This design comes from an exercise in tuning for small area, a short achievable clock period and few clock cycles on the open sky130 flow, not from production work. Function was checked by simulation only, so behaviour that the tests miss may differ from the original. No activity file was given, so power comes from the tool's default toggle rates.

==> flow/design.v (outline; a module is shown in full before it is edited, if it fits) <==
// module pse_ram: 20 lines
// module pse_mul_tree: 3286 lines
// module postfix_stack_evaluator_core: 375 lines
module postfix_stack_evaluator_core #(
  parameter int STACK_DEPTH = pse_pkg::STACK_DEPTH_DEF
) (
  input  logic                          clk,
  input  logic                          rst,
  input  logic                          s_tvalid,
  output logic                          s_tready,
  input  logic [pse_pkg::S_DATA_W-1:0]  s_tdata,    
  input  logic                          s_tlast,    
  output logic                          m_tvalid,
  input  logic                          m_tready,
  output logic [pse_pkg::M_DATA_W-1:0]  m_tdata,    
  output logic                          m_tlast     
);
  // ...
==> flow/run.sh <==
#!/bin/bash
# synth_recipe.tcl (not shown) runs the flow's synth.tcl, then flattens the netlist and writes it again
# the make line also repeats each setting of config.mk as NAME=value (left out here)
make -C /OpenROAD-flow-scripts/flow DESIGN_CONFIG=/design/flow/config.mk WORK_HOME=/design/flow/orfs CLKGATE_MAP_FILE= SYNTH_SCRIPT=/design/flow/synth_recipe.tcl finish
==> flow/config.mk <==
export PLATFORM = sky130hd
export DESIGN_NAME = postfix_stack_evaluator_core
export DESIGN_NICKNAME = postfix_stack_evaluator_core
export VERILOG_FILES = /design/flow/design.v
export SDC_FILE = /design/flow/constraint.sdc
export NUM_CORES = 4
export LEC_CHECK = 0
export CAP_MARGIN = 20
export CORE_MARGIN = 2
export CORE_UTILIZATION = 55
export CTS_BUF_LIST = sky130_fd_sc_hd__clkbuf_8
export SETUP_SLACK_MARGIN = 2.0
export SLEW_MARGIN = 20
export SYNTH_MEMORY_MAX_BITS = 8192
==> flow/constraint.sdc <==
create_clock -name core_clock -period 7.0 [get_ports {clk}]
set_input_delay 1.4000 -clock core_clock [delete_from_list [all_inputs] [get_ports {clk}]]
set_output_delay 1.4000 -clock core_clock [all_outputs]
set_load 0.01 [all_outputs]
==> metrics.md, run 1 <==
| Metric | Value |
|---|---|
| Critical-path maximum fanout | `18` |
| Total chip power | `62000 µW` |
| Hold WS | `0.531 ns` |
| P_sw | `17300 µW` |
| Worst-Skew Late Latency | `1.27 ns` |
| XOR/XNOR Fraction of Synth Area | `0.0380` |
| Hold Fails Final Rpt | `0` |
| Register area | `137000 µm²` |
| Slew Limit Fails | `0` |
| CTS Root Cell | `clkbuf_8` |
| Non-clk bufs | `858` |
| WP depth | `16` |
| Final Non-Filler Cells | `20700` |
| Vias in the first global route | `135000` |
| Synth top area cells | `edfxtp_1 59%, mux4_2 13%, fa_1 4.0%` |
| Sequential group share of total power | `0.496` |
| End of the critical path | `ms[28]` |
| Io pins | `80` |
| Nets | `15700` |
| Worst IR drop on VDD | `0.262 mV` |
| Met3 Use GR | `0.0702` |
| MaxCap Viol Count | `0` |
| Fraction of cell area in non-clock buffers | `0.0324` |
| Status | `finished clean` |
| Initial core utilization | `0.553` |
Testbench counts, summed over its fixed seeds: cycles 19,624.
==> run 2, diff against run 1 <==
--- a/flow/config.mk
+++ b/flow/config.mk
@@ -11,3 +11,3 @@
 export CTS_BUF_LIST = sky130_fd_sc_hd__clkbuf_8
-export SETUP_SLACK_MARGIN = 2.0
+export SETUP_SLACK_MARGIN = 2.6
 export SLEW_MARGIN = 20
==> run 2 against run 1 <==
  * First-iteration DRC count increased by 11%
  * Core utilization increased by 2.7 points
  * Fmax increased by 4.9%
  * Clock-buffer cell count increased by 1
  * Critical path depth decreased by 1
  * Area after synthesis unchanged
  * Design area increased by 4.3%
  * Clock skew increased by 0.011 ns
  * Critical endpoint is now ms[36]
  * Largest cell class unchanged
==> metrics.md, run 2 <==
| Metric | Value |
|---|---|
| Most common cell after layout, fill and taps aside | `edfxtp_1 (unchanged)` |
| Slew Limit Fails | `0 (unchanged)` |
| WHS Path Cells | `2 (unchanged)` |
| Slew margin rel. | `0.210 (was 0.173)` |
| Total track usage | `0.347 (was 0.336)` |
| Critical path's slowest cell | `edfxtp_1 (was fa_1)` |
| Overflow after GRT | `0 (unchanged)` |
| Fillers | `28500 (was 29600)` |
| Number of synthesized flops with an enable pin | `4395 (unchanged)` |
| Worst min path class | `flop to flop (unchanged)` |
| Io pins | `80 (unchanged)` |
| Main synth FF type | `edfxtp_1 (unchanged)` |
| Regs by FF count | `u_stack.mem x4032, mc x63, ms x63 (unchanged)` |
| Critical-path maximum fanout | `5 (was 18)` |
| Status | `finished clean (unchanged)` |
| Mean Syn Cell Area | `16.0 µm² (unchanged)` |
| Die Footprint | `410000 µm² (unchanged)` |
| Post-synthesis compound-gate area fraction | `0.0701 (unchanged)` |
| Port bufs | `69 (unchanged)` |
| Num Clock Sinks | `4635 (unchanged)` |
| Reg clk slew, reported paths | `0.07 ns (was 0.06 ns)` |
| Total chip power | `63500 µW (was 62000 µW)` |
| Critical path class | `flop to flop (unchanged)` |
| Flops & latches, synth | `4635 (unchanged)` |
| Largest net degree at the start of global routing | `164 (unchanged)` |
| Most frequent cell after synthesis | `edfxtp_1 (unchanged)` |
| Synthesis Warnings | `4 (unchanged)` |
| Worst reg-to-reg path cell count | `15 (was 16)` |
| # setup viols final | `0 (unchanged)` |
| Worst Path Required | `8.18 ns (was 8.09 ns)` |
| Post-Synth Simple-Gate Area | `0.0388 (unchanged)` |
| Cell family with most CP delay | `adder cells (unchanged)` |
| Worst Path Buf+Inv | `6 (was 7)` |
| Biggest register | `u_stack.mem (unchanged)` |
| Placed cell area | `234000 µm² (about the same)` |
| Synth async-reset ratio | `0 (unchanged)` |
| Post-synth top area cell | `edfxtp_1 (unchanged)` |
| Synth Cell Area | `223000 µm² (unchanged)` |
| Cells after Synth | `13900 (unchanged)` |
| First-pass GRT wire length | `1010 mm (was 979 mm)` |
| Via count | `140000 (was 135000)` |
| RSZ-0062 raised after global routing | `yes (unchanged)` |
| Routed Wire Length | `724 mm (was 696 mm)` |
| Fmax | `0.208 GHz (was 0.199 GHz)` |
| Cell area after layout | `262000 µm² (was 251000 µm²)` |
| Initial core utilization | `0.553 (unchanged)` |
| Area of the multi-input gates | `87000 µm² (was 82700 µm²)` |
| WP depth | `15 (was 16)` |
| Final HPWL DP | `436 mm (was 439 mm)` |
| Largest family of logic cells by synthesized area | `multiplexers (unchanged)` |
| Post-route minimum period | `4.80 ns (was 5.04 ns)` |
| DRT antenna net count | `0 (unchanged)` |
| Pleak | `0.0916 µW (was 0.0873 µW)` |
| Register area | `137000 µm² (about the same)` |
| Cell Chain, Critical Path | `inv_2, ha_4, buf_12, buf_4, a22oi_2, xnor2_2, fa_2, fa_1, inv_1, fa_1, inv_1, fa_1, inv_1, fa_2, fa_2 (was clkinvlp_4, ha_4, buf_12, buf_8, a22oi_1, xnor2_1, ha_1, inv_1, fa_1, inv_1, fa_1, inv_1, fa_1, inv_1, fa_2, fa_2)` |
| PD cells | `243 nW/µm² (was 247 nW/µm²)` |
| Iter 0 DRT Violations | `18500 (was 16700)` |
| Synth cell types | `97 (unchanged)` |
| Die X | `641 µm (unchanged)` |
| Hold Fails Final Rpt | `0 (unchanged)` |
| Via density | `6.59 (was 6.54)` |
| Layout area overhead | `17.5% (was 12.6%)` |
| Top cells by count, synth | `4395 x edfxtp_1, 1315 x mux4_2, 785 x xnor2_1 (unchanged)` |
| DR WL/cell | `34.2 µm (was 33.7 µm)` |
| Setup Skew | `0.120 ns (was 0.109 ns)` |
| Nets | `16200 (was 15700)` |
| Drt drc | `0 (unchanged)` |
| Clk buf depth | `4 (unchanged)` |
| Post-synthesis sequential area ratio | `0.614 (unchanged)` |
| Rows | `233 (unchanged)` |
| Crit share post-route | `0.686 (was 0.719)` |
| Antenna violations before repair | `51 (was 38)` |
| Post-synthesis mux area share | `0.142 (unchanged)` |
| CTS Root Cell | `clkbuf_8 (unchanged)` |
| Initial DRT Pass Iterations | `9 (was 7)` |
| Die Ht | `641 µm (unchanged)` |
| Setup TNS | `0 ns (unchanged)` |
| Final Wtd Congestion | `0.956 (was 0.964)` |
| Synth top area cells | `edfxtp_1 59%, mux4_2 13%, fa_1 4.0% (unchanged)` |
| Post-layout util | `0.649 (was 0.622)` |
| Worst-Skew Late Latency | `1.32 ns (was 1.27 ns)` |
| Vias in the first global route | `139000 (was 135000)` |
| Core Area | `403000 µm² (unchanged)` |
| Data arrival, critical path | `5.98 ns (was 6.12 ns)` |
| XOR/XNOR Fraction of Synth Area | `0.0380 (unchanged)` |
| Critical path endpoint category | `flop (unchanged)` |
| Commonest cells after routing, fill and taps aside | `4395 x edfxtp_1, 1315 x mux4_2, 912 x inv_1 (was 4395 x edfxtp_1, 1315 x mux4_2, 991 x inv_1)` |
| Adder-Cell Fraction of Synth Area | `0.0700 (unchanged)` |
| Worst Setup Start Kind | `flop (unchanged)` |
| Share of layout cells above drive strength 1 | `0.301 (was 0.233)` |
| Worst IR drop on VDD | `0.219 mV (was 0.262 mV)` |
| CTS Buf Count | `739 (was 741)` |
| Share of the synthesized area in the top cell type | `0.592 (unchanged)` |
| # H-tree levels | `6 (unchanged)` |
| Largest register FFs | `4032 (unchanged)` |
| Least-Margin Pin Slew | `1.18 ns (was 1.24 ns)` |
| MaxCap Viol Count | `0 (unchanged)` |
| Max incr delay on CP | `0.54 ns (was 0.62 ns)` |
| CTS tree | `yes (unchanged)` |
==> run 2: worst register-to-register path: cells and delay by family (launching register included) <==
family,cells,cell delay [ns]
fa+ha+maj,7,3.17
buf+inv,6,0.65
xor+xnor,1,0.14
compound gates,1,0.20
flops,1,0.54
==> run 2: logic make-up (layout without fill, tap and decap cells) <==
| logic type | after synthesis | count (layout) |
|---|---|---|
| DFF | 4635 | 4635 |
| adders and majority gates | 983 | 983 |
| AOI/OAI and AO/OA | 2330 | 2333 |
| and+or+nand+nor | 1859 | 1866 |
| muxes | 1515 | 1516 |
| buffers and inverters | 1599 | 3461 |
| other | 1 | 28 |
| xor gates and xnor gates | 968 | 968 |
==> run 2: area by class of cell <==
cell class | count | share of cell area
flip-flops and latches | 4635 | 0.523
diodes | 23 | 0.000220
clock inverters | 576 | 0.0121
repair buffers | 1360 | 0.0555
multi-input cells | 7671 | 0.332
well taps | 5405 | 0.0258
inverters | 765 | 0.0114
clock buffers | 760 | 0.0400
==> run 2: stage by stage <==
stage / std cells / hold WS (ns) / setup WS, ns
after global routing: 21200 / 0.539 / 2.16
after global placement: 19100 / 0.499 / 0.953
final: 21200 / 0.524 / 2.20
after detailed placement: 19100 / 0.513 / 0.775
after floorplan: 13900 / 0.390 / 0.920
after CTS: 21000 / 0.516 / 2.32
==> run 2: path summary, 6_finish.rpt <==
check,from,to,slack [ns]
max,tos[14],ms[36],2.20
min,rp[5],flop,0.52
max reg2reg,tos[14],ms[36],2.20
min reg2reg,rp[5],flop,0.52
==> run 2: metal layers <==
metal / track usage / vias up / wire, µm
li1: - / 57000 / -
met1: 0.488 / 72800 / 284000
met2: 0.523 / 8089 / 325000
met3: 0.0872 / 1704 / 79400
met4: 0.141 / 32 / 35100
met5: 0.00295 / - / 414
==> run 2: power breakdown <==
group	internal (µW)	switching [µW]
Combinational	4290	6560
Clock	10700	11100
Sequential	30500	322
==> run 2: what timing repair did <==
item	in CTS	in global routing
gates cloned	36	14
gates resized for setup	1015	575
endpoints found under the hold margin	0	0
pin swaps	302	329
setup buffers	489	203
hold buffers	0	0
endpoints found under the setup margin	4301	294
==> run 3, diff against run 2 <==
--- a/flow/config.mk
+++ b/flow/config.mk
@@ -9,5 +9,5 @@
 export CORE_MARGIN = 2
-export CORE_UTILIZATION = 55
+export CORE_UTILIZATION = 65
 export CTS_BUF_LIST = sky130_fd_sc_hd__clkbuf_8
-export SETUP_SLACK_MARGIN = 2.6
+export SETUP_SLACK_MARGIN = 2.5
 export SLEW_MARGIN = 20
==> run 3 against run 2 <==
  * The layout now fails its checks (capacitance limit, slew limit)
  * First-iteration DRC count grew 32%
  * Synthesized cell count is the same
  * Register-to-register slack lost 0.20 ns
  * Clock power is essentially flat
==> metrics.md, run 3 <==
| Metric | Value |
|---|---|
| Largest register FFs | `4032 (unchanged)` |
| Setup TNS | `0 ns (unchanged)` |
| Largest net degree at the start of global routing | `165 (was 164)` |
| Post-layout util | `0.756 (was 0.649)` |
| Post-CTS Hold Buffers | `0 (unchanged)` |
| Slew margin rel. | `-0.0363 (was 0.210)` |
| Post-route minimum period | `5.01 ns (was 4.80 ns)` |
| DRT antenna net count | `0 (unchanged)` |
| Critical R2R Capture | `ms[37] (was ms[36])` |
| Drt drc | `0 (unchanged)` |
| # setup viols final | `0 (unchanged)` |
| Routed Wire Length | `767 mm (was 724 mm)` |
| Port bufs | `69 (unchanged)` |
| Die Footprint | `348000 µm² (was 410000 µm²)` |
| Worst IR drop on VDD | `0.284 mV (was 0.219 mV)` |
| Hold Fails Final Rpt | `0 (unchanged)` |
| CTS tree | `yes (unchanged)` |
| Core Area | `342000 µm² (was 403000 µm²)` |
| Die X | `590 µm (was 641 µm)` |
| Final Wtd Congestion | `0.984 (was 0.956)` |
| Top cells by count, synth | `4395 x edfxtp_1, 1315 x mux4_2, 785 x xnor2_1 (unchanged)` |
| Share of layout cells above drive strength 1 | `0.291 (was 0.301)` |
| CTS Root Cell | `clkbuf_8 (unchanged)` |
| Biggest register | `u_stack.mem (unchanged)` |
| Io pins | `80 (unchanged)` |
| Hold path start | `d_r[1] (was rp[5])` |
| Initial DRT Pass Iterations | `10 (was 9)` |
| MaxCap Viol Count | `1 (was 0)` |
| Data arrival, critical path | `6.17 ns (was 5.98 ns)` |
| CTS Buf Count | `711 (was 739)` |
| Commonest cells after routing, fill and taps aside | `4395 x edfxtp_1, 1315 x mux4_2, 902 x inv_1 (was 4395 x edfxtp_1, 1315 x mux4_2, 912 x inv_1)` |
| Via density | `7.23 (was 6.59)` |
| WHS Path Cells | `1 (was 2)` |
| Mean Syn Cell Area | `16.0 µm² (unchanged)` |
| Cell area after layout | `259000 µm² (was 262000 µm²)` |
| Via count | `146000 (was 140000)` |
| Worst reg-to-reg path cell count | `16 (was 15)` |
| Flops & latches, synth | `4635 (unchanged)` |
| Fmax | `0.200 GHz (was 0.208 GHz)` |
| Synth Cell Area | `223000 µm² (unchanged)` |
| R2r setup slk | `1.99 ns (was 2.20 ns)` |
| Critical path class | `flop to flop (unchanged)` |
| PD cells | `245 nW/µm² (was 243 nW/µm²)` |
| Hold WS | `0.460 ns (was 0.524 ns)` |
| WHS Endpoint | `d_r[4]` |
| Synth cell types | `97 (unchanged)` |
| Share of the synthesized area in the top cell type | `0.592 (unchanged)` |
| Most common cell after layout, fill and taps aside | `edfxtp_1 (unchanged)` |
| Worst Path Required | `8.17 ns (was 8.18 ns)` |
| Initial core utilization | `0.651 (was 0.553)` |
| Clk buf depth | `4 (unchanged)` |
| Rows | `215 (was 233)` |
| DR WL/cell | `37.9 µm (was 34.2 µm)` |
| Total track usage | `0.426 (was 0.347)` |
| # H-tree levels | `6 (unchanged)` |
| First-pass GRT wire length | `1040 mm (was 1010 mm)` |
| Iter 0 DRT Violations | `24500 (was 18500)` |
| Synthesis Warnings | `4 (unchanged)` |
| Cells after Synth | `13900 (unchanged)` |
| Placed cell area | `232000 µm² (was 234000 µm²)` |
| Slew Limit Fails | `11 (was 0)` |
| Setup Skew | `0.0874 ns (was 0.120 ns)` |
| Synth top area cells | `edfxtp_1 59%, mux4_2 13%, fa_1 4.0% (unchanged)` |
| Final HPWL DP | `448 mm (was 436 mm)` |
| Post-synth top area cell | `edfxtp_1 (unchanged)` |
| Layout area overhead | `16.1% (was 17.5%)` |
| Fillers | `19000 (was 28500)` |
| Critical path endpoint category | `flop (unchanged)` |
| Worst min path class | `flop to flop (unchanged)` |
| Worst Setup Start Kind | `flop (unchanged)` |
| Number of synthesized flops with an enable pin | `4395 (unchanged)` |
| Crit share post-route | `0.715 (was 0.686)` |
| Least-Margin Pin Slew | `1.55 ns (was 1.18 ns)` |
| Worst-Skew Late Latency | `1.29 ns (was 1.32 ns)` |
| Die Ht | `590 µm (was 641 µm)` |
| Regs by FF count | `u_stack.mem x4032, mc x63, ms x63 (unchanged)` |
| RSZ-0062 raised after global routing | `yes (unchanged)` |
| Antenna violations before repair | `52 (was 51)` |
| Vias in the first global route | `141000 (was 139000)` |
| Synth async-reset ratio | `0 (unchanged)` |
| Pleak | `0.0906 µW (was 0.0916 µW)` |
| Most frequent cell after synthesis | `edfxtp_1 (unchanged)` |
| Layout check failures | `capacitance limit, slew limit` |
| Reg2Reg Launch Point | `tos[3] (was tos[14])` |
| Post-synthesis sequential area ratio | `0.614 (unchanged)` |
| Nets | `16100 (was 16200)` |
| Status | `finished with violations (was finished clean)` |
| Reg clk slew, reported paths | `0.07 ns (about the same)` |
| Overflow after GRT | `0 (unchanged)` |
| Num Clock Sinks | `4635 (unchanged)` |
| Main synth FF type | `edfxtp_1 (unchanged)` |
| Critical-path maximum fanout | `5 (unchanged)` |
run 3: cell count changes in the layout (fill, tap and decap cells not counted), sizes merged:
cell	before	now
inv	1014	998
clkinv	287	272
o21ai	349	348
bufinv	14	25
and2	45	46
buf	1259	1181
o21a	76	74
mux2	62	61
nor2	622	645
bufbuf	18	16
clkbuf	774	739
clkinvlp	26	29
run 3: cell families after synthesis:
group / synth area share
adder cells (fa/ha/maj): 0.0700
buffers and inverters: 0.0271
AO/OA/AOI/OAI: 0.0701
other: 0.0000168
AND/OR/NAND/NOR: 0.0388
XOR/XNOR: 0.0380
multiplexers: 0.142
flip-flops: 0.614
run 3: area by class of cell:
class / count / area (µm²) / area share
multi-input combinational: 7691 / 86400 / 0.334
sequential: 4635 / 137000 / 0.529
clock inverter: 559 / 3350 / 0.0129
antenna: 23 / 57.6 / 0.000222
timing repair buffer: 1280 / 13500 / 0.0522
tap: 4557 / 5700 / 0.0220
clock buffer: 725 / 9980 / 0.0386
inverter: 765 / 2960 / 0.0114
run 3: routing by layer:
layer / wire (µm) / vias up / GRT usage
met5: 296 / - / 0
met4: 47300 / 46 / 0.195
met3: 117000 / 2487 / 0.131
met2: 341000 / 13300 / 0.636
met1: 262000 / 73700 / 0.584
li1: - / 56800 / -
run 3: worst max-delay path by stage:
stage	start	endpoint
after floorplan	nos[31]	ms[38]
after global placement	m_tready	u_stack.mem[99][2]
after detailed placement	m_tready	u_stack.mem[99][5]
after CTS	tos[3]	ms[35]
after global routing	tos[3]	ms[37]
final	tos[3]	ms[37]
run 3: through the flow:
stage	power, µW	setup WS (ns)	cells
3_3_place_gp	40200	0.736	18200
6_report	63500	1.99	20200
2_1_floorplan	37100	0.920	13900
5_1_grt	65200	1.97	20200
4_1_cts	62300	2.11	19900
3_5_place_dp	40400	0.592	18200
run 3: where the power goes:
group / internal, µW / switching [µW] / total [µW]
sequential: 30500 / 303 / 30800
clock: 10700 / 11200 / 21900
combinational: 4210 / 6620 / 10800
run 3: worst max-delay path, stage by stage, from the launching register on:
cell      delay (ns)
edfxtp_1        0.60
clkinv_2        0.16
ha_4            0.43
buf_4           0.16
o21ai_4         0.06
xnor2_2         0.18
buf_4           0.16
fa_1            0.50
inv_2           0.05
fa_1            0.48
inv_1           0.06
fa_1            0.48
inv_1           0.05
fa_1            0.50
inv_2           0.05
fa_2            0.55
fa_2            0.44
run 3: timing repair:
item | 4_1_cts | 5_1_grt
pin swaps | 252 | 298
buffers inserted | 426 | 254
resized for setup | 775 | 584
cloned | 44 | 21
endpoints found under the hold margin | 0 | 0
endpoints found under the setup margin | 4297 | 810
==> run 4, diff against run 3 <==
--- a/flow/config.mk
+++ b/flow/config.mk
@@ -9,5 +9,5 @@
 export CORE_MARGIN = 2
-export CORE_UTILIZATION = 65
+export CORE_UTILIZATION = 55
 export CTS_BUF_LIST = sky130_fd_sc_hd__clkbuf_8
-export SETUP_SLACK_MARGIN = 2.5
+export SETUP_SLACK_MARGIN = 3.0
 export SLEW_MARGIN = 20
==> run 4 against run 3 <==
  * The run now finishes clean
  * Critical endpoint unchanged
  * Largest cell class unchanged
  * Sequential power about the same
  * Global-route usage decreased by 7.0 points
  * Combinational power about the same
  * Die area increased by 18%
  * Synthesized cell count unchanged
  * First-iteration DRC count decreased by 26%
  * Design area increased by 2.8%
  * Highest routed layer unchanged
  * Critical path depth decreased by 2
  * Worst setup slack improved by 0.19 ns
==> metrics.md, run 4 <==
| Metric | Value |
|---|---|
| Status | `finished clean (was finished with violations)` |
| End of the critical path | `ms[37] (unchanged)` |
| Drt drc | `0 (unchanged)` |
| Synth top area cells | `edfxtp_1 59%, mux4_2 13%, fa_1 4.0% (unchanged)` |
| Routed Wire Length | `741 mm (was 767 mm)` |
| Reg2Reg Launch Point | `tos[14] (was tos[3])` |
| Critical R2R Capture | `ms[37] (unchanged)` |
| Initial DRT Pass Iterations | `9 (was 10)` |
| Top cells by count, synth | `4395 x edfxtp_1, 1315 x mux4_2, 785 x xnor2_1 (unchanged)` |
| # setup viols final | `0 (unchanged)` |
| Setup Skew | `0.112 ns (was 0.0874 ns)` |
| Post-route minimum period | `4.82 ns (was 5.01 ns)` |
| Synthesis Warnings | `4 (unchanged)` |
| Final HPWL DP | `445 mm (was 448 mm)` |
| Least-Margin Pin Slew | `1.20 ns (was 1.55 ns)` |
| Clk buf depth | `4 (unchanged)` |
| Layout area overhead | `19.4% (was 16.1%)` |
| Hold Fails Final Rpt | `0 (unchanged)` |
| Pleak | `0.0934 µW (was 0.0906 µW)` |
| Post-synth top area cell | `edfxtp_1 (unchanged)` |
| Share of the synthesized area in the top cell type | `0.592 (unchanged)` |
| Critical path endpoint category | `flop (unchanged)` |
| # H-tree levels | `6 (unchanged)` |
| Critical-path maximum fanout | `6 (was 5)` |
| Regs by FF count | `u_stack.mem x4032, mc x63, ms x63 (unchanged)` |
| Overflow after GRT | `0 (unchanged)` |
| Via count | `141000 (was 146000)` |
| First-pass GRT wire length | `1030 mm (was 1040 mm)` |
| Final Wtd Congestion | `0.953 (was 0.984)` |
| Num Clock Sinks | `4635 (unchanged)` |
| Critical path class | `flop to flop (unchanged)` |
| Synth cell types | `97 (unchanged)` |
| Crit share post-route | `0.688 (was 0.715)` |
| Most common cell after layout, fill and taps aside | `edfxtp_1 (unchanged)` |
| Commonest cells after routing, fill and taps aside | `4395 x edfxtp_1, 1315 x mux4_2, 986 x buf_4 (was 4395 x edfxtp_1, 1315 x mux4_2, 902 x inv_1)` |
| Worst Path Required | `8.09 ns (was 8.17 ns)` |
| Antenna violations before repair | `45 (was 52)` |
| Initial core utilization | `0.553 (was 0.651)` |
| Post-CTS Hold Buffers | `0 (unchanged)` |
| Largest net degree at the start of global routing | `165 (unchanged)` |
| Main synth FF type | `edfxtp_1 (unchanged)` |
| Post-synthesis sequential area ratio | `0.614 (unchanged)` |
| Rows | `233 (was 215)` |
| CTS tree | `yes (unchanged)` |
| Synth Cell Area | `223000 µm² (unchanged)` |
| Worst min path class | `flop to flop (unchanged)` |
| PD cells | `239 nW/µm² (was 245 nW/µm²)` |
| Via density | `6.58 (was 7.23)` |
| CTS Buf Count | `739 (was 711)` |
| Flops & latches, synth | `4635 (unchanged)` |
| RSZ-0062 raised after global routing | `yes (unchanged)` |
| Post-route setup slack | `2.18 ns (was 1.99 ns)` |
| Cells after Synth | `13900 (unchanged)` |
| Reg clk slew, reported paths | `0.06 ns (was 0.07 ns)` |
| Worst Setup Start Kind | `flop (unchanged)` |
| Worst-Skew Late Latency | `1.28 ns (was 1.29 ns)` |
| Mean Syn Cell Area | `16.0 µm² (unchanged)` |
| Port bufs | `69 (unchanged)` |
| Worst reg-to-reg path cell count | `14 (was 16)` |
| DRT antenna net count | `0 (unchanged)` |
| Vias in the first global route | `140000 (was 141000)` |
| MaxCap Viol Count | `0 (was 1)` |
| Io pins | `80 (unchanged)` |
| Worst IR drop on VDD | `0.236 mV (was 0.284 mV)` |
| Core Area | `403000 µm² (was 342000 µm²)` |
| Total track usage | `0.356 (was 0.426)` |
| Slew margin rel. | `0.200 (was -0.0363)` |
| Iter 0 DRT Violations | `18100 (was 24500)` |
| Nets | `16400 (was 16100)` |
| Die X | `641 µm (was 590 µm)` |
| CTS Root Cell | `clkbuf_8 (unchanged)` |
| DR WL/cell | `34.6 µm (was 37.9 µm)` |
| Data arrival, critical path | `5.90 ns (was 6.17 ns)` |
| Post-place setup slack | `0.825 ns (was 0.592 ns)` |
| Worst Setup SP | `tos[14] (was tos[3])` |
| Number of synthesized flops with an enable pin | `4395 (unchanged)` |
| Synth async-reset ratio | `0 (unchanged)` |
| Die Footprint | `410000 µm² (was 348000 µm²)` |
| Fmax | `0.208 GHz (was 0.200 GHz)` |
| Most frequent cell after synthesis | `edfxtp_1 (unchanged)` |
| Largest register FFs | `4032 (unchanged)` |
| Die Ht | `641 µm (was 590 µm)` |
| Slew Limit Fails | `0 (was 11)` |
| Biggest register | `u_stack.mem (unchanged)` |
| R2r setup slk | `2.18 ns (was 1.99 ns)` |
| Share of layout cells above drive strength 1 | `0.323 (was 0.291)` |
| Setup TNS | `0 ns (unchanged)` |
## run 4: cell counts after synthesis
No cell type changed its count.
## run 4: critical path, stage by stage, from the launching register on
cell,delay [ns]
edfxtp_1,0.52
inv_2,0.14
ha_4,0.32
buf_8,0.16
a22oi_2,0.23
xnor2_2,0.12
fa_1,0.50
fa_1,0.53
inv_2,0.05
fa_1,0.51
inv_1,0.06
fa_2,0.53
inv_2,0.04
fa_2,0.53
fa_2,0.42
## run 4: power by group
| group | internal [µW] | switching, µW | total [µW] |
|---|---|---|---|
| combinational | 4340 | 6580 | 10900 |
| clock | 10900 | 11000 | 22000 |
| sequential | 30500 | 282 | 30800 |
## run 4: timing repair
action                                  4_1_cts  5_1_grt
setup buffers                               677      248
gates cloned                                 48       10
gates resized for setup                    1360      559
endpoints found under the setup margin     4311     1017
pin swaps                                   471      436
## run 4: logic make-up after synthesis
logic type,synth area share
and+or+nand+nor,0.0388
other,0.0000168
DFF,0.614
AOI/OAI and AO/OA,0.0701
adders and majority gates,0.0700
muxes,0.142
buffers and inverters,0.0271
xor gates and xnor gates,0.0380
## run 4: area by class of cell
type                    count  area (µm²)
inverters                 765        3060
repair inverters            1        8.76
well taps                5405        6760
clock inverters           562        3170
repair buffers           1598       17300
fillers                 27900      137000
diodes                     22        55.1
multi-input cells        7674       88200
clock buffers             774       10700
flip-flops and latches   4635      137000
## run 4: how the worst min path moves through the flow
stage,cells past startpoint,slack (ns),from,endpoint
6_report,2,0.52,rp[4],flop
5_1_grt,2,0.55,rp[6],rp[6]
4_1_cts,2,0.52,rp[4],flop
3_5_place_dp,2,0.51,rp[6],flop
3_3_place_gp,2,0.50,rp[6],flop
2_1_floorplan,0,0.39,tos[0],d_b[0]
## run 4: through the flow
step	util	hold slack [ns]	power (µW)	std cells	cell area, µm²
finish	0.660	0.515	63700	21400	266000
global placement	0.580	0.498	40300	19100	234000
global route	0.660	0.554	66000	21400	266000
detailed placement	0.580	0.511	40500	19100	234000
floorplan	-	0.390	37200	13900	225000
CTS	0.648	0.519	63300	21200	261000
## run 4: layer usage
layer  share of wire  GRT usage  up-vias
met4           0.048      0.148       50
met3            0.10     0.0827     1652
met1            0.38      0.491    73800
met2            0.46      0.552     8120
li1                -          -    57600
met5         0.00097          0        -
==> module pse_ram, before the edit <==
module pse_ram #(
  parameter int WIDTH = 32,
  parameter int DEPTH = 126,
  parameter int AW    = 7
) (
  input  logic             clk,
  input  logic             wr_en,
  input  logic [AW-1:0]    wr_addr,
  input  logic [WIDTH-1:0] wr_data,
  input  logic [AW-1:0]    rd_addr,
  output logic [WIDTH-1:0] rd_data
);
  logic [WIDTH-1:0] mem [DEPTH];
  always_ff @(posedge clk) begin
    if (wr_en) begin
      mem[wr_addr] <= wr_data;
    end
  end
  assign rd_data = (rd_addr < AW'(DEPTH)) ? mem[rd_addr] : '0;
endmodule
==> run 5, diff against run 4 <==
--- a/flow/design.v
+++ b/flow/design.v
@@ -43,9 +43,28 @@
 );
+  localparam int NG = (DEPTH + 3) / 4;
   logic [WIDTH-1:0] mem [DEPTH];
+  logic [WIDTH-1:0] grp [NG];
+  logic [NG-1:0]    gsel;
   always_ff @(posedge clk) begin
-    if (wr_en) begin
-      mem[wr_addr] <= wr_data;
+    for (int i = 0; i < DEPTH; i++) begin
+      if (wr_en && (wr_addr == AW'(i))) begin
+        mem[i] <= wr_data;
+      end
+    end
+  end
+  always_comb begin
+    for (int g = 0; g < NG; g++) begin
+      grp[g] = '0;
+      for (int j = 0; j < 4; j++) begin
+        if ((4 * g + j < DEPTH) && (rd_addr[1:0] == 2'(j))) begin
+          grp[g] = mem[(4 * g + j < DEPTH) ? (4 * g + j) : 0];
+        end
+      end
+      gsel[g] = (rd_addr[AW-1:2] == (AW-2)'(g));
+    end
+    rd_data = '0;
+    for (int g = 0; g < NG; g++) begin
+      rd_data = rd_data | ({WIDTH{gsel[g]}} & grp[g]);
     end
   end
-  assign rd_data = (rd_addr < AW'(DEPTH)) ? mem[rd_addr] : '0;
 endmodule
--- a/flow/config.mk
+++ b/flow/config.mk
@@ -9,5 +9,5 @@
 export CORE_MARGIN = 2
-export CORE_UTILIZATION = 55
+export CORE_UTILIZATION = 60
 export CTS_BUF_LIST = sky130_fd_sc_hd__clkbuf_8
-export SETUP_SLACK_MARGIN = 3.0
+export SETUP_SLACK_MARGIN = 2.5
 export SLEW_MARGIN = 20
==> run 5 against run 4 <==
  * Design area is 3.0% lower
  * Largest cell class unchanged
  * Die area fell by 8.8%
  * Synthesized cell count is 13% higher
  * Global-route usage up 11 points
  * Sequential share of layout area grew 1.5 points
  * Area after synthesis decreased by 0.62%
  * Critical path depth grew 1
==> metrics.md, run 5 <==
| Metric | Value |
|---|---|
| Data arrival, critical path | `6.14 ns (was 5.90 ns)` |
| Reg2Reg Launch Point | `tos[6] (was tos[14])` |
| Fmax | `0.201 GHz (was 0.208 GHz)` |
| Post-synth top area cell | `edfxtp_1 (unchanged)` |
| Cell area after layout | `258000 µm² (was 266000 µm²)` |
| Io pins | `80 (unchanged)` |
| # setup viols final | `0 (unchanged)` |
| WHS Endpoint | `d_r[4]` |
| Die Footprint | `374000 µm² (was 410000 µm²)` |
| Share of the synthesized area in the top cell type | `0.596 (was 0.592)` |
| Mean Syn Cell Area | `14.2 µm² (was 16.0 µm²)` |
| Post-route minimum period | `4.98 ns (was 4.82 ns)` |
| Initial core utilization | `0.601 (was 0.553)` |
| Vias in the first global route | `153000 (was 140000)` |
| Setup TNS | `0 ns (unchanged)` |
| Int Power | `64300 µW (was 45800 µW)` |
| Sw frac | `0.393 (was 0.281)` |
| Synthesis Warnings | `6 (was 4)` |
| DRT antenna net count | `0 (unchanged)` |
| Final Wtd Congestion | `1.00 (was 0.953)` |
| Cell Chain, Critical Path | `clkinvlp_4, ha_4, buf_12, a22oi_2, xnor2_4, fa_1, inv_2, fa_1, inv_2, fa_1, inv_2, fa_1, inv_1, fa_1, fa_2 (was inv_2, ha_4, buf_8, a22oi_2, xnor2_2, fa_1, fa_1, inv_2, fa_1, inv_1, fa_2, inv_2, fa_2, fa_2)` |
| Routed Wire Length | `880 mm (was 741 mm)` |
| Post-layout util | `0.701 (was 0.660)` |
| Critical path's slowest cell | `edfxtp_1 (was fa_1)` |
| CTS tree | `yes (unchanged)` |
| Commonest cells after routing, fill and taps aside | `4395 x edfxtp_1, 965 x buf_4, 892 x inv_1 (was 4395 x edfxtp_1, 1315 x mux4_2, 986 x buf_4)` |
| Placed cell area | `233000 µm² (was 234000 µm²)` |
| Hold path start | `d_r[1] (was rp[4])` |
| Die X | `612 µm (was 641 µm)` |
| Crit share post-route | `0.712 (was 0.688)` |
| Die Ht | `612 µm (was 641 µm)` |
| Number of synthesized flops with an enable pin | `4395 (unchanged)` |
| Total track usage | `0.464 (was 0.356)` |
| Clock Power Share | `0.208 (was 0.345)` |
| RSZ-0062 raised after global routing | `yes (unchanged)` |
| Synth async-reset ratio | `0 (unchanged)` |
| Cells after Synth | `15600 (was 13900)` |
| Critical path class | `flop to flop (unchanged)` |
| Hold Fails Final Rpt | `0 (unchanged)` |
| Via density | `7.16 (was 6.58)` |
| Flops & latches, synth | `4628 (was 4635)` |
| CTS Root Cell | `clkbuf_8 (unchanged)` |
| Final HPWL DP | `547 mm (was 445 mm)` |
| Worst reg-to-reg path cell count | `15 (was 14)` |
| Drt drc | `0 (unchanged)` |
| Combinational Power Share | `0.476 (was 0.172)` |
| Num Clock Sinks | `4628 (was 4635)` |
| Pleak | `0.0918 µW (was 0.0934 µW)` |
| Layout area overhead | `16.6% (was 19.4%)` |
| WHS Path Cells | `2 (unchanged)` |
| Total chip power | `106000 µW (was 63700 µW)` |
| Most frequent cell after synthesis | `edfxtp_1 (unchanged)` |
| Most common cell after layout, fill and taps aside | `edfxtp_1 (unchanged)` |
| Antenna violations before repair | `74 (was 45)` |
| R2r setup slk | `2.02 ns (was 2.18 ns)` |
| Critical-path maximum fanout | `3 (was 6)` |
| Least-Margin Pin Slew | `1.28 ns (was 1.20 ns)` |
| Port bufs | `69 (unchanged)` |
| Largest register FFs | `4032 (unchanged)` |
| Critical R2R Capture | `ms[35] (was ms[37])` |
| Worst IR drop on VDD | `0.826 mV (was 0.236 mV)` |
| MaxCap Viol Count | `0 (unchanged)` |
| Nets | `17800 (was 16400)` |
| First-pass GRT wire length | `1190 mm (was 1030 mm)` |
| Worst Path Required | `8.15 ns (was 8.09 ns)` |
| PD cells | `410 nW/µm² (was 239 nW/µm²)` |
| Clk buf depth | `4 (unchanged)` |
| Slew Limit Fails | `0 (unchanged)` |
| Share of layout cells above drive strength 1 | `0.223 (was 0.323)` |
| DR WL/cell | `39.5 µm (was 34.6 µm)` |
| Worst-Skew Late Latency | `1.33 ns (was 1.28 ns)` |
| Sequential group share of total power | `0.316 (was 0.483)` |
| CTS Buf Count | `723 (was 739)` |
| Initial DRT Pass Iterations | `9 (unchanged)` |
| # H-tree levels | `6 (unchanged)` |
| Worst path most repeated cell | `fa_1` |
| Worst Path Buf+Inv | `6 (was 5)` |
| Synth top area cells | `edfxtp_1 60%, mux4_2 5.2%, fa_1 4.0% (was edfxtp_1 59%, mux4_2 13%, fa_1 4.0%)` |
| Reg clk slew, reported paths | `0.07 ns (was 0.06 ns)` |
| Via count | `160000 (was 141000)` |
| Post-synthesis sequential area ratio | `0.617 (was 0.614)` |
| Cell family with most CP delay | `adder cells (unchanged)` |
| P_sw | `41600 µW (was 17900 µW)` |
| Largest net degree at the start of global routing | `154 (was 165)` |
| Status | `finished clean (unchanged)` |
| Biggest register | `u_stack.mem (unchanged)` |
| Synth Cell Area | `221000 µm² (was 223000 µm²)` |
| Main synth FF type | `edfxtp_1 (unchanged)` |
| Worst Setup Start Kind | `flop (unchanged)` |
| Fillers | `24500 (was 27900)` |
| Max incr delay on CP | `0.59 ns (was 0.53 ns)` |
| Top cells by count, synth | `4395 x edfxtp_1, 1057 x nor2_1, 952 x a21oi_1 (was 4395 x edfxtp_1, 1315 x mux4_2, 785 x xnor2_1)` |
| Synth cell types | `116 (was 97)` |
| Overflow after GRT | `0 (unchanged)` |
| Critical path endpoint category | `flop (unchanged)` |
| Iter 0 DRT Violations | `29400 (was 18100)` |
| Core Area | `368000 µm² (was 403000 µm²)` |
| Setup Skew | `0.129 ns (was 0.112 ns)` |
| Rows | `223 (was 233)` |
| Worst min path class | `flop to flop (unchanged)` |
| Regs by FF count | `u_stack.mem x4032, mc x63, ms x63 (unchanged)` |
| Slew margin rel. | `0.150 (was 0.200)` |
-- run 5: cell count changes after synthesis, sizes merged, moves of 117 or more --
cell / change
a21oi: +445
o22ai: +223
nor2: +443
a22oi: +153
a22o: +145
mux2i: +463
clkbuf: +117
a221oi: +118
mux4: -806
-- run 5: power groups by stage --
stage / Sequential (µW) / Clock, µW / Combinational [µW]
global placement: 34200 / 0 / 41700
finish: 33500 / 22000 / 50400
floorplan: 34200 / 0 / 27600
global route: 33500 / 23100 / 54400
detailed placement: 34200 / 0 / 42600
CTS: 33500 / 22000 / 46300
-- run 5: final cells by class --
class                   instances  area [µm²]  area share
inverters                     756        2930      0.0114
repair buffers               1412       14400      0.0558
clock inverters               550        3390      0.0131
well taps                    4837        6050      0.0234
multi-input cells            9302       84500       0.327
diodes                         53         133    0.000514
clock buffers                 738       10200      0.0393
flip-flops and latches       4628      137000       0.529
-- run 5: what timing repair did --
| action | 4_1_cts | 5_1_grt |
|---|---|---|
| buffers inserted | 471 | 194 |
| cloned | 19 | 2 |
| pin swaps | 258 | 287 |
| setup endpoints to repair | 3669 | 1366 |
| gates resized for setup | 695 | 463 |
| hold buffers | 0 | 0 |
-- run 5: cell families after synthesis --
| family | count (synthesis) | synth area share |
|---|---|---|
| buf+inv | 1711 | 0.0294 |
| flops | 4628 | 0.617 |
| fa+ha+maj | 977 | 0.0701 |
| compound gates | 3633 | 0.111 |
| mux | 1148 | 0.0808 |
| other cells | 1 | 0.0000169 |
| xor+xnor | 971 | 0.0385 |
| simple gates | 2564 | 0.0532 |
-- run 5: per-stage QoR --
stage / hold WS, ns / setup slack [ns] / std cells
floorplan: 0.406 / 1.02 / 15600
global route: 0.572 / 1.93 / 22200
detailed placement: 0.539 / 1.03 / 20200
CTS: 0.545 / 2.09 / 22000
global placement: 0.530 / 1.07 / 20200
finish: 0.552 / 2.02 / 22300
-- run 5: worst max path at each step --
stage              from             endpoint  slack (ns)  depth (start not counted)
2_1_floorplan   nos[31]               ms[36]        1.02                         15
5_1_grt         tos[16]               ms[35]        1.93                         15
3_3_place_gp   m_tready  u_stack.mem[103][3]        1.07                          8
6_report         tos[6]               ms[35]        2.02                         15
3_5_place_dp    lz_a[3]              d_r[27]        1.03                         20
4_1_cts          tos[6]               ms[37]        2.09                         16
-- run 5: layer usage --
metal / up-vias / share of wire / GRT usage
met2: 14300 / 0.43 / 0.683
met1: 79000 / 0.33 / 0.575
met4: 42 / 0.090 / 0.333
li1: 62600 / - / -
met5: - / 0.00034 / 0.00168
met3: 3508 / 0.15 / 0.159
-- run 5: worst reg2reg max path: cells and delay by family, from the launching register on --
| kind | cells | cell delay (ns) |
|---|---|---|
| buf+inv | 6 | 0.55 |
| fa+ha+maj | 7 | 3.29 |
| flops | 1 | 0.59 |
| xor+xnor | 1 | 0.16 |
| compound gates | 1 | 0.27 |
Testbench counts of run 5, summed over its fixed seeds: cycles 19,624.
==> run 6, diff against run 5 <==
--- a/flow/config.mk
+++ b/flow/config.mk
@@ -9,5 +9,5 @@
 export CORE_MARGIN = 2
-export CORE_UTILIZATION = 60
+export CORE_UTILIZATION = 55
 export CTS_BUF_LIST = sky130_fd_sc_hd__clkbuf_8
-export SETUP_SLACK_MARGIN = 2.5
+export SETUP_SLACK_MARGIN = 2.6
 export SLEW_MARGIN = 20
==> run 6 against run 5 <==
  * Area after synthesis unchanged
  * Clock-buffer cell count increased by 20
  * Non-clock buffer count increased by 164
  * Synthesized cell count unchanged
  * Die area increased by 9.0%
  * Sequential share of layout area decreased by 0.89 points
  * Combinational power increased by 4%
  * Via count decreased by 0.14%
  * Register-to-register slack improved by 0.03 ns
  * Sequential cell count unchanged
  * Design area increased by 1.7%
  * Critical endpoint is now ms[26]
  * Largest power group unchanged
==> metrics.md, run 6 <==
| Metric | Value |
|---|---|
| Status | `finished clean (unchanged)` |
| Final Non-Filler Cells | `22900 (was 22300)` |
| Share of layout cells above drive strength 1 | `0.242 (was 0.223)` |
| Initial DRT Pass Iterations | `9 (unchanged)` |
| Data arrival, critical path | `6.07 ns (was 6.14 ns)` |
| Via count | `159000 (was 160000)` |
| Die X | `639 µm (was 612 µm)` |
| First-pass GRT wire length | `1220 mm (was 1190 mm)` |
| Worst-Skew Late Latency | `1.32 ns (was 1.33 ns)` |
| Slew margin rel. | `0.122 (was 0.150)` |
| CTS tree | `yes (unchanged)` |
| Most common cell after layout, fill and taps aside | `edfxtp_1 (unchanged)` |
| Fillers | `29100 (was 24500)` |
| Post-layout util | `0.654 (was 0.701)` |
| Slew Limit Fails | `0 (unchanged)` |
| Regs by FF count | `u_stack.mem x4032, mc x63, ms x63 (unchanged)` |
| PD cells | `411 nW/µm² (was 410 nW/µm²)` |
| CTS Buf Count | `742 (was 723)` |
| Reg clk slew, reported paths | `0.06 ns (was 0.07 ns)` |
| Most frequent cell after synthesis | `edfxtp_1 (unchanged)` |
| Die Ht | `639 µm (was 612 µm)` |
| Worst Path Required | `8.12 ns (was 8.15 ns)` |
| Critical path endpoint category | `flop (unchanged)` |
| Via density | `6.95 (was 7.16)` |
| Final HPWL DP | `564 mm (was 547 mm)` |
| Nets | `18000 (was 17800)` |
| Main synth FF type | `edfxtp_1 (unchanged)` |
| Synth Cell Area | `221000 µm² (unchanged)` |
| Layout area overhead | `18.6% (was 16.6%)` |
| Biggest register | `u_stack.mem (unchanged)` |
| Hold Fails Final Rpt | `0 (unchanged)` |
| RSZ-0062 raised after global routing | `yes (unchanged)` |
| Crit share post-route | `0.707 (was 0.712)` |
| Flops & latches, synth | `4628 (unchanged)` |
| Antenna violations before repair | `72 (was 74)` |
| Rows | `233 (was 223)` |
| Critical path class | `flop to flop (unchanged)` |
| Io pins | `80 (unchanged)` |
| Drt drc | `0 (unchanged)` |
| Least-Margin Pin Slew | `1.32 ns (was 1.28 ns)` |
| Routed Wire Length | `909 mm (was 880 mm)` |
| Setup TNS | `0 ns (unchanged)` |
| Synthesis Warnings | `6 (unchanged)` |
| Commonest cells after routing, fill and taps aside | `4395 x edfxtp_1, 1021 x buf_4, 911 x inv_1 (was 4395 x edfxtp_1, 965 x buf_4, 892 x inv_1)` |
| Synth async-reset ratio | `0 (unchanged)` |
| Synth cell types | `116 (unchanged)` |
| Fmax | `0.202 GHz (was 0.201 GHz)` |
| Iter 0 DRT Violations | `26400 (was 29400)` |
| Pleak | `0.0934 µW (was 0.0918 µW)` |
| Synth top area cells | `edfxtp_1 60%, mux4_2 5.2%, fa_1 4.0% (unchanged)` |
| Num Clock Sinks | `4628 (unchanged)` |
| Post-route minimum period | `4.95 ns (was 4.98 ns)` |
| Share of the synthesized area in the top cell type | `0.596 (unchanged)` |
| Cells after Synth | `15600 (unchanged)` |
| Worst IR drop on VDD | `0.756 mV (was 0.826 mV)` |
| Final Wtd Congestion | `0.997 (was 1.00)` |
| Hold WS | `0.563 ns (was 0.552 ns)` |
| Worst min path class | `flop to flop (unchanged)` |
| Top cells by count, synth | `4395 x edfxtp_1, 1057 x nor2_1, 952 x a21oi_1 (unchanged)` |
| DR WL/cell | `39.7 µm (was 39.5 µm)` |
| Clk buf depth | `4 (unchanged)` |
| Cell area after layout | `263000 µm² (was 258000 µm²)` |
| Number of synthesized flops with an enable pin | `4395 (unchanged)` |
| CTS Root Cell | `clkbuf_8 (unchanged)` |
| Post-Place Cells | `20700 (was 20200)` |
| Post-CTS Hold Buffers | `0 (unchanged)` |
| Setup Skew | `0.133 ns (was 0.129 ns)` |
| Port bufs | `69 (unchanged)` |
| # setup viols final | `0 (unchanged)` |
| Die Footprint | `408000 µm² (was 374000 µm²)` |
| Vias in the first global route | `152000 (was 153000)` |
| Post-synthesis sequential area ratio | `0.617 (unchanged)` |
| Worst Setup Start Kind | `flop (unchanged)` |
| Overflow after GRT | `0 (unchanged)` |
| Largest net degree at the start of global routing | `141 (was 154)` |
| DRT antenna net count | `0 (unchanged)` |
| MaxCap Viol Count | `0 (unchanged)` |
| Mean Syn Cell Area | `14.2 µm² (unchanged)` |
| Total track usage | `0.435 (was 0.464)` |
| Largest register FFs | `4032 (unchanged)` |
| Initial core utilization | `0.551 (was 0.601)` |
| Post-synth top area cell | `edfxtp_1 (unchanged)` |
| # H-tree levels | `6 (unchanged)` |
| Critical-path maximum fanout | `5 (was 3)` |
| Core Area | `402000 µm² (was 368000 µm²)` |
| Placed cell area | `233000 µm² (about the same)` |
| R2r setup slk | `2.05 ns (was 2.02 ns)` |
[run 6: cell type report]
type	count	area, µm²	share of cell area
diodes	59	148	0.000562
flip-flops and latches	4628	137000	0.520
repair buffers	1576	16600	0.0633
inverters	756	2960	0.0113
clock buffers	758	10400	0.0397
multi-input cells	9304	85900	0.327
well taps	5287	6620	0.0252
clock inverters	564	3270	0.0125
[run 6: path summary, 6_finish.rpt]
path,end,from,cells after the start
max,ms[26],tos[4],16
min,d_r[3],d_r[0],2
max reg2reg,ms[26],tos[4],16
min reg2reg,d_r[3],d_r[0],2
[run 6: what timing repair did]
item | 4_1_cts | 5_1_grt
buffers inserted | 562 | 247
cloned | 18 | 12
pin swaps | 311 | 405
gates resized for setup | 971 | 598
setup endpoints to repair | 4353 | 605
[run 6: kinds of logic (layout without fill, tap and decap cells)]
kind of cell / after synthesis / in the layout / share of synthesized area
AOI/OAI and AO/OA: 3633 / 3637 / 0.111
DFF: 4628 / 4628 / 0.617
other: 1 / 64 / 0.0000169
adders and majority gates: 977 / 977 / 0.0701
and+or+nand+nor: 2564 / 2566 / 0.0532
buffers and inverters: 1711 / 3654 / 0.0294
xor gates and xnor gates: 971 / 971 / 0.0385
muxes: 1148 / 1148 / 0.0808
[run 6: report_power, final]
part	total, µW	internal, µW	switching [µW]
sequential	33600	32800	766
clock	22200	10900	11300
combinational	52200	21900	30400
[run 6: metal layers]
metal  vias up  part of all wire  global-route usage
met3      3054              0.14               0.131
met1     79900              0.34               0.552
met4        34             0.082               0.286
met2     13200              0.44               0.649
met5         -           0.00027                   0
li1      63100                 -                   -
[run 6: critical path, cell delays in order, from the launching register on]
cell and delay, ns:
edfxtp_1 0.52, clkinvlp_4 0.19, ha_4 0.28, buf_12 0.14, buf_12 0.13, buf_4 0.14
a22oi_2 0.22, xnor2_2 0.16, fa_2 0.47, fa_1 0.51, inv_1 0.05, fa_1 0.48
inv_1 0.05, fa_1 0.51, inv_2 0.05, fa_2 0.52, fa_2 0.42
[run 6: stage by stage]
step | power [µW] | setup slack, ns
CTS | 104000 | 2.17
finish | 108000 | 2.05
detailed placement | 77700 | 1.02
global route | 114000 | 1.95
global placement | 76900 | 0.630
floorplan | 61800 | 1.02

-- separate check: timing with driven ports --
In the flow no input, the clock included, has a driving cell. The finished layouts below were timed again as built, in two steps.
Step 1 assumes that a clkbuf_16 drives the clock port and a buf_2 every other input.
Step 2 times the ports against the registers' clock, not the clock port: input delays grow and output delays shrink by t, the midpoint of the rising clock arrivals with the driver on.
Three values: no drivers, after step 1, after step 2; two values: the first two.
run	shift t [ns]	setup slack, ns	latest minus earliest clock arrival (ns)
run 1	1.324	1.965 / 1.965 / 1.293	0.127 / 0.127
run 2	1.359	2.200 / 2.200 / 1.557	0.140 / 0.141
run 3	1.369	1.995 / 1.995 / 1.576	0.091 / 0.091
run 4	1.337	2.185 / 2.185 / 1.646	0.114 / 0.114
run 5	1.395	2.016 / 2.016 / 1.595	0.130 / 0.130
run 6	1.377	2.051 / 2.051 / 1.561	0.145 / 0.145
The setup slack of run 1, which loses most, moves by 0.000 ns with the drivers and by -0.672 ns with both steps.
